This is an optimization exercise on Yosys and OpenROAD, whose aim is small area, a short achievable clock period and few clock cycles, not a production implementation. At most, simulation tests tie the RTL to the original design; equivalence was not proved. No activity file was given, so power comes from the tool's default toggle rates.

==> 05-07: inputs <==
==> flow/design.v (excerpt) <==
module timer_event_queue_top #(
	parameter int QUEUE_DEPTH  = 16,
	parameter int HANDLE_WIDTH = 8,
	parameter int TIME_WIDTH   = 48
) (
	input  logic                    clk,
	input  logic                    arst_n,
	input  logic                    in_valid,
	output logic                    in_ready,
	input  logic [1:0]              mode,
	input  logic [TIME_WIDTH-1:0]   due_time,
	input  logic [HANDLE_WIDTH-1:0] event_handle,
	input  logic [TIME_WIDTH-1:0]   clock_reading,
	output logic                    out_valid,
	input  logic                    out_ready,
	output logic [2:0]              kind,
	output logic [HANDLE_WIDTH-1:0] fired_handle,
	output logic [TIME_WIDTH-1:0]   fire_time,
	output logic [TIME_WIDTH-1:0]   tick_gap,
	output logic [63:0]             total_elapsed,
	output logic                    last,
	input  logic                    cfg_valid,
	output logic                    cfg_ready,
	input  logic [TIME_WIDTH-1:0]   cfg_data
);
Settings: LEC_CHECK=0, CAP_MARGIN=20, CORE_MARGIN=2, CORE_UTILIZATION=55, SETUP_SLACK_MARGIN=5, SLEW_MARGIN=20, TNS_END_PERCENT=0; clock period 7.0 ns.
run.sh (not shown) runs the stock make flow with config.mk's settings and CLKGATE_MAP_FILE= SYNTH_SCRIPT=/design/flow/synth_recipe.tcl, a recipe that flattens the netlist after the stock synthesis.
==> 06-08: changes against 05-07 <==
--- a/flow/design.v
+++ b/flow/design.v
@@ -18,12 +18,11 @@
 module teq_le #(
 	parameter int W = 48
 ) (
 	input  logic [W-1:0] a,
 	input  logic [W-1:0] b,
-	output logic         y,
-	output logic         lt
+	output logic         y
 );
 	localparam int L = $clog2(W);
 	localparam int N = 1 << L;
 	logic [N-1:0] g [L+1];
 	logic [N-1:0] q [L+1];
@@ -37,12 +36,11 @@
 		if ((N >> (l + 1)) < N) begin : g_pad
 			assign g[l+1][N-1:(N >> (l + 1))] = '0;
 			assign q[l+1][N-1:(N >> (l + 1))] = '0;
 		end
 	end
-	assign y  = q[L][0];
-	assign lt = g[L][0];
+	assign y = q[L][0];
 endmodule
 module teq_add #(
 	parameter int W = 48
 ) (
 	input  logic [W-1:0] a,
@@ -112,11 +110,11 @@
 	assign occ         = occ_q;
 	assign head_due    = due_q[0];
 	assign head_handle = handle_q[0];
 	assign next_due    = due_q[1];
 	for (genvar i = 0; i < QUEUE_DEPTH; i++) begin : g_le
-		teq_le #(.W(TIME_WIDTH)) u_le (.a(due_q[i]), .b(nv), .y(le_n[i]), .lt());
+		teq_le #(.W(TIME_WIDTH)) u_le (.a(due_q[i]), .b(nv), .y(le_n[i]));
 	end
 	always_ff @(posedge clk or negedge arst_n) begin
 		if (!arst_n) begin
 			occ_q <= '0;
 		end else if (clr) begin
@@ -191,14 +189,10 @@
 	input  logic [TIME_WIDTH-1:0]   cfg_data
 );
 	localparam int TW = TIME_WIDTH;
 	localparam int HW = HANDLE_WIDTH;
 	localparam int QD = QUEUE_DEPTH;
-	logic          h_v_q;
-	logic [1:0]    h_mode_q;
-	logic [TW-1:0] h_val_q;
-	logic [HW-1:0] h_hdl_q;
 	logic          s_v_q;
 	logic [1:0]    s_mode_q;
 	logic [TW-1:0] s_val_q;
 	logic [HW-1:0] s_hdl_q;
 	logic          x_v_q;
@@ -235,13 +229,13 @@
 	logic [TW-1:0] n_val;
 	logic [HW-1:0] n_hdl;
 	assign acc     = in_valid && !s_v_q && (mode != 2'd3);
 	assign in_mode = mode;
 	assign in_val  = (mode == teq_pkg::MODE_SCHEDULE) ? due_time : clock_reading;
-	assign n_mode  = h_mode_q;
-	assign n_val   = h_val_q;
-	assign n_hdl   = h_hdl_q;
+	assign n_mode  = s_v_q ? s_mode_q : in_mode;
+	assign n_val   = s_v_q ? s_val_q  : in_val;
+	assign n_hdl   = s_v_q ? s_hdl_q  : event_handle;
 	teq_row #(
 		.QUEUE_DEPTH (QD),
 		.TIME_WIDTH  (TW),
 		.HANDLE_WIDTH(HW)
 	) u_row (
@@ -289,13 +283,13 @@
 	logic [TW-1:0] ef;
 	assign is_s = (x_mode_q == teq_pkg::MODE_SCHEDULE);
 	assign is_t = (x_mode_q == teq_pkg::MODE_TICK);
 	assign is_c = (x_mode_q == teq_pkg::MODE_CLEAR);
 	assign adv  = x_v_q && (!o_v_q || out_ready);
-	teq_le #(.W(TW + 1)) u_f_le_c (.a(f_q), .b({1'b0, x_val_q}), .y(f_le_c), .lt());
-	teq_le #(.W(TW)) u_head_f (.a(head_due), .b(f_q[TW-1:0]), .y(head_le_f), .lt());
-	teq_le #(.W(TW)) u_next_f (.a(next_due), .b(f_q[TW-1:0]), .y(next_le_f), .lt());
+	teq_le #(.W(TW + 1)) u_f_le_c (.a(f_q), .b({1'b0, x_val_q}), .y(f_le_c));
+	teq_le #(.W(TW)) u_head_f (.a(head_due), .b(f_q[TW-1:0]), .y(head_le_f));
+	teq_le #(.W(TW)) u_next_f (.a(next_due), .b(f_q[TW-1:0]), .y(next_le_f));
 	assign lt     = !f_le_c;
 	assign f_sat  = f_q[TW] ? '1 : f_q[TW-1:0];
 	assign n_time = lt ? f_sat : x_val_q;
 	assign hf     = x_keep_q[0] || (occ[0] && (f_q[TW] || head_le_f));
 	assign nf     = x_keep_q[1] || (occ[1] && (f_q[TW] || next_le_f));
@@ -317,15 +311,14 @@
 	logic          n_le_t;
 	logic [QD-1:0] occ_nx;
 	logic [QD-1:0] le_nx;
 	logic [QD-1:0] keep_shift;
 	logic          past_nx;
-	logic          x_lt_n;
-	teq_le #(.W(TW)) u_x_le_n (.a(x_val_q), .b(n_val), .y(x_le_n), .lt(x_lt_n));
-	assign n_le_x = !x_lt_n;
-	teq_le #(.W(TW)) u_n_le_f (.a(n_val), .b(f_q[TW-1:0]), .y(n_le_f), .lt());
-	teq_le #(.W(TW)) u_n_le_t (.a(n_val), .b(t_q), .y(n_le_t), .lt());
+	teq_le #(.W(TW)) u_x_le_n (.a(x_val_q), .b(n_val), .y(x_le_n));
+	teq_le #(.W(TW)) u_n_le_x (.a(n_val), .b(x_val_q), .y(n_le_x));
+	teq_le #(.W(TW)) u_n_le_f (.a(n_val), .b(f_q[TW-1:0]), .y(n_le_f));
+	teq_le #(.W(TW)) u_n_le_t (.a(n_val), .b(t_q), .y(n_le_t));
 	always_comb begin
 		occ_nx = occ;
 		le_nx  = le_n;
 		if (clr) begin
 			occ_nx = '0;
@@ -353,11 +346,10 @@
 		end
 	end
 	assign keep_shift = pop ? {1'b0, x_keep_q[QD-1:1]} : x_keep_q;
 	always_ff @(posedge clk or negedge arst_n) begin
 		if (!arst_n) begin
-			h_v_q  <= 1'b0;
 			s_v_q  <= 1'b0;
 			x_v_q  <= 1'b0;
 			o_v_q  <= 1'b0;
 			t_q    <= '0;
 			t0_q   <= '0;
@@ -370,17 +362,15 @@
 			if (cfg_valid) begin
 				p_q <= cfg_data;
 			end
 			pend_q <= cfg_valid;
 			if (x_free) begin
-				x_v_q <= h_v_q;
-			end
-			if (x_free || !h_v_q) begin
 				if (s_v_q) begin
+					x_v_q <= 1'b1;
 					s_v_q <= 1'b0;
 				end else begin
-					h_v_q <= acc;
+					x_v_q <= acc;
 				end
 			end else if (acc) begin
 				s_v_q <= 1'b1;
 			end
 			if (adv) begin
@@ -424,21 +414,10 @@
 			if (adv) begin
 				x_first_q <= 1'b0;
 			end
 			x_keep_q <= keep_shift;
 		end
-		if (x_free || !h_v_q) begin
-			if (s_v_q) begin
-				h_mode_q <= s_mode_q;
-				h_val_q  <= s_val_q;
-				h_hdl_q  <= s_hdl_q;
-			end else begin
-				h_mode_q <= in_mode;
-				h_val_q  <= in_val;
-				h_hdl_q  <= event_handle;
-			end
-		end
 		if (!s_v_q) begin
 			s_mode_q <= in_mode;
 			s_val_q  <= in_val;
 			s_hdl_q  <= event_handle;
 		end
- CAP_MARGIN: 20 -> 35
- CORE_UTILIZATION: 55 -> 35
- SETUP_SLACK_MARGIN: 5 -> unset
- SLEW_MARGIN: 20 -> 30
- TNS_END_PERCENT: 0 -> unset
==> 04-25: changes against 05-07 <==
--- a/flow/design.v
+++ b/flow/design.v
@@ -18,12 +18,11 @@
 module teq_le #(
 	parameter int W = 48
 ) (
 	input  logic [W-1:0] a,
 	input  logic [W-1:0] b,
-	output logic         y,
-	output logic         lt
+	output logic         y
 );
 	localparam int L = $clog2(W);
 	localparam int N = 1 << L;
 	logic [N-1:0] g [L+1];
 	logic [N-1:0] q [L+1];
@@ -37,12 +36,11 @@
 		if ((N >> (l + 1)) < N) begin : g_pad
 			assign g[l+1][N-1:(N >> (l + 1))] = '0;
 			assign q[l+1][N-1:(N >> (l + 1))] = '0;
 		end
 	end
-	assign y  = q[L][0];
-	assign lt = g[L][0];
+	assign y = q[L][0];
 endmodule
 module teq_add #(
 	parameter int W = 48
 ) (
 	input  logic [W-1:0] a,
@@ -112,11 +110,11 @@
 	assign occ         = occ_q;
 	assign head_due    = due_q[0];
 	assign head_handle = handle_q[0];
 	assign next_due    = due_q[1];
 	for (genvar i = 0; i < QUEUE_DEPTH; i++) begin : g_le
-		teq_le #(.W(TIME_WIDTH)) u_le (.a(due_q[i]), .b(nv), .y(le_n[i]), .lt());
+		teq_le #(.W(TIME_WIDTH)) u_le (.a(due_q[i]), .b(nv), .y(le_n[i]));
 	end
 	always_ff @(posedge clk or negedge arst_n) begin
 		if (!arst_n) begin
 			occ_q <= '0;
 		end else if (clr) begin
@@ -289,13 +287,13 @@
 	logic [TW-1:0] ef;
 	assign is_s = (x_mode_q == teq_pkg::MODE_SCHEDULE);
 	assign is_t = (x_mode_q == teq_pkg::MODE_TICK);
 	assign is_c = (x_mode_q == teq_pkg::MODE_CLEAR);
 	assign adv  = x_v_q && (!o_v_q || out_ready);
-	teq_le #(.W(TW + 1)) u_f_le_c (.a(f_q), .b({1'b0, x_val_q}), .y(f_le_c), .lt());
-	teq_le #(.W(TW)) u_head_f (.a(head_due), .b(f_q[TW-1:0]), .y(head_le_f), .lt());
-	teq_le #(.W(TW)) u_next_f (.a(next_due), .b(f_q[TW-1:0]), .y(next_le_f), .lt());
+	teq_le #(.W(TW + 1)) u_f_le_c (.a(f_q), .b({1'b0, x_val_q}), .y(f_le_c));
+	teq_le #(.W(TW)) u_head_f (.a(head_due), .b(f_q[TW-1:0]), .y(head_le_f));
+	teq_le #(.W(TW)) u_next_f (.a(next_due), .b(f_q[TW-1:0]), .y(next_le_f));
 	assign lt     = !f_le_c;
 	assign f_sat  = f_q[TW] ? '1 : f_q[TW-1:0];
 	assign n_time = lt ? f_sat : x_val_q;
 	assign hf     = x_keep_q[0] || (occ[0] && (f_q[TW] || head_le_f));
 	assign nf     = x_keep_q[1] || (occ[1] && (f_q[TW] || next_le_f));
@@ -317,15 +315,14 @@
 	logic          n_le_t;
 	logic [QD-1:0] occ_nx;
 	logic [QD-1:0] le_nx;
 	logic [QD-1:0] keep_shift;
 	logic          past_nx;
-	logic          x_lt_n;
-	teq_le #(.W(TW)) u_x_le_n (.a(x_val_q), .b(n_val), .y(x_le_n), .lt(x_lt_n));
-	assign n_le_x = !x_lt_n;
-	teq_le #(.W(TW)) u_n_le_f (.a(n_val), .b(f_q[TW-1:0]), .y(n_le_f), .lt());
-	teq_le #(.W(TW)) u_n_le_t (.a(n_val), .b(t_q), .y(n_le_t), .lt());
+	teq_le #(.W(TW)) u_x_le_n (.a(x_val_q), .b(n_val), .y(x_le_n));
+	teq_le #(.W(TW)) u_n_le_x (.a(n_val), .b(x_val_q), .y(n_le_x));
+	teq_le #(.W(TW)) u_n_le_f (.a(n_val), .b(f_q[TW-1:0]), .y(n_le_f));
+	teq_le #(.W(TW)) u_n_le_t (.a(n_val), .b(t_q), .y(n_le_t));
 	always_comb begin
 		occ_nx = occ;
 		le_nx  = le_n;
 		if (clr) begin
 			occ_nx = '0;
- CAP_MARGIN: 20 -> 35
- CORE_UTILIZATION: 55 -> 45
- SETUP_SLACK_MARGIN: 5 -> 4.5
- SLEW_MARGIN: 20 -> 30
==> summary of the runs <==
- The highest worst hold slack belongs to 06-08, the lowest to 05-07.
- Against 04-25, the clock-buffer cell count of 06-08 is higher by 5.
- In 06-08 the global-route usage is lower than in 04-25, by 9.7 points.
- In register-to-register slack, 05-07 and 04-25 hardly differ.
- Synthesized cell count, lowest first: 06-08, 05-07, 04-25.
- 05-07 went through all stages and came out clean. 06-08 went through all stages and came out clean. 04-25 went through all stages and came out clean.
- The highest core utilization belongs to 05-07, the lowest to 06-08.
- Between 06-08 and 05-07, the lower clock power is in 06-08 (gap 3.5%, measured against 05-07).
- Worst setup slack: 04-25 > 05-07 > 06-08.
- Between 04-25 and 05-07, the lower power is in 05-07 (gap about 11%, measured against 05-07).
==> figures <==
Run status: 04-25 complete, no violations; 05-07 complete, no violations; 06-08 complete, no violations
Simple-gate share of the synthesized area: 04-25 12.7%; 05-07 12.0%; 06-08 12.3%
Number of cells on the critical path: 04-25 10; 05-07 12; 06-08 12
Sequential logic power: 04-25 14.8 mW; 05-07 13.7 mW; 06-08 13.7 mW
Share of synthesized area spent on multiplexers: 04-25 10.1%; 05-07 10.2%; 06-08 10.4%
Storage element area: 04-25 40,300 µm²; 05-07 40,300 µm²; 06-08 38,500 µm²
Unrepaired setup endpoints after global routing: 04-25 yes; 05-07 yes; 06-08 no
Final Instance Area: 04-25 116,000 µm²; 05-07 115,000 µm²; 06-08 111,000 µm²
Hold Path Cell Cnt: 04-25 0; 05-07 0; 06-08 2
Placer Congestion: 04-25 1.02; 05-07 1.01; 06-08 0.988
Fraction of the mapped netlist area in adder cells: 04-25 6.33%; 05-07 6.31%; 06-08 5.95%
Nets@finish: 04-25 12.0k; 05-07 11.8k; 06-08 11.5k
F_max: 04-25 247 MHz; 05-07 247 MHz; 06-08 172 MHz
Average cell area after synthesis: 04-25 8.81 µm²; 05-07 8.88 µm²; 06-08 8.79 µm²
Part of the total power dissipated in sequential elements: 04-25 28.3%; 05-07 29.1%; 06-08 29.2%
HPWL reported at the end of detailed placement: 04-25 300,000 µm; 05-07 279,000 µm; 06-08 274,000 µm
Number of antenna violations at the first check in global routing: 04-25 18; 05-07 5; 06-08 9
Proportion of cell area occupied by registers: 04-25 34.7%; 05-07 35.1%; 06-08 34.6%
Share of flip-flops with an asynchronous set or reset: 04-25 22.0%; 05-07 22.0%; 06-08 22.9%
Testbench counts of 05-07, summed over its fixed seeds: cycles 10,994.
The RTL of 06-08 and 04-25 was laid out without a check of its function.

## afterwards: timing with drivers on the ports
The results above use ideal ports. As a check the final layouts listed here were re-extracted and re-timed, cells and wires unchanged. Step 1 assumes that a clkbuf_16 drives the clock port and a buf_2 every other input. Step 2, shift: input delay + t, output delay - t, t = (earliest + latest rising clock arrival at the registers) / 2. This alone moves slack from input paths to output paths. Three values: ideal ports, drivers, drivers and shift; two values: the first two.
| run | t (ns) | slack for setup (ns) | clock arrival spread, ns | worst data-port slew with drivers (ns) |
|---|---|---|---|---|
| 05-07 | 0.938 | 2.951 / 2.951 / 2.151 | 0.044 / 0.044 | 0.10 |
| 06-08 | 0.952 | 1.172 / 1.172 / 0.494 | 0.051 / 0.050 | 0.15 |
| 04-25 | 0.944 | 2.952 / 2.952 / 2.231 | 0.033 / 0.032 | 0.08 |
After both steps every run listed still meets setup and hold. The setup slack of 05-07, which loses most, moves by 0.000 ns with the drivers and by -0.800 ns with both steps.
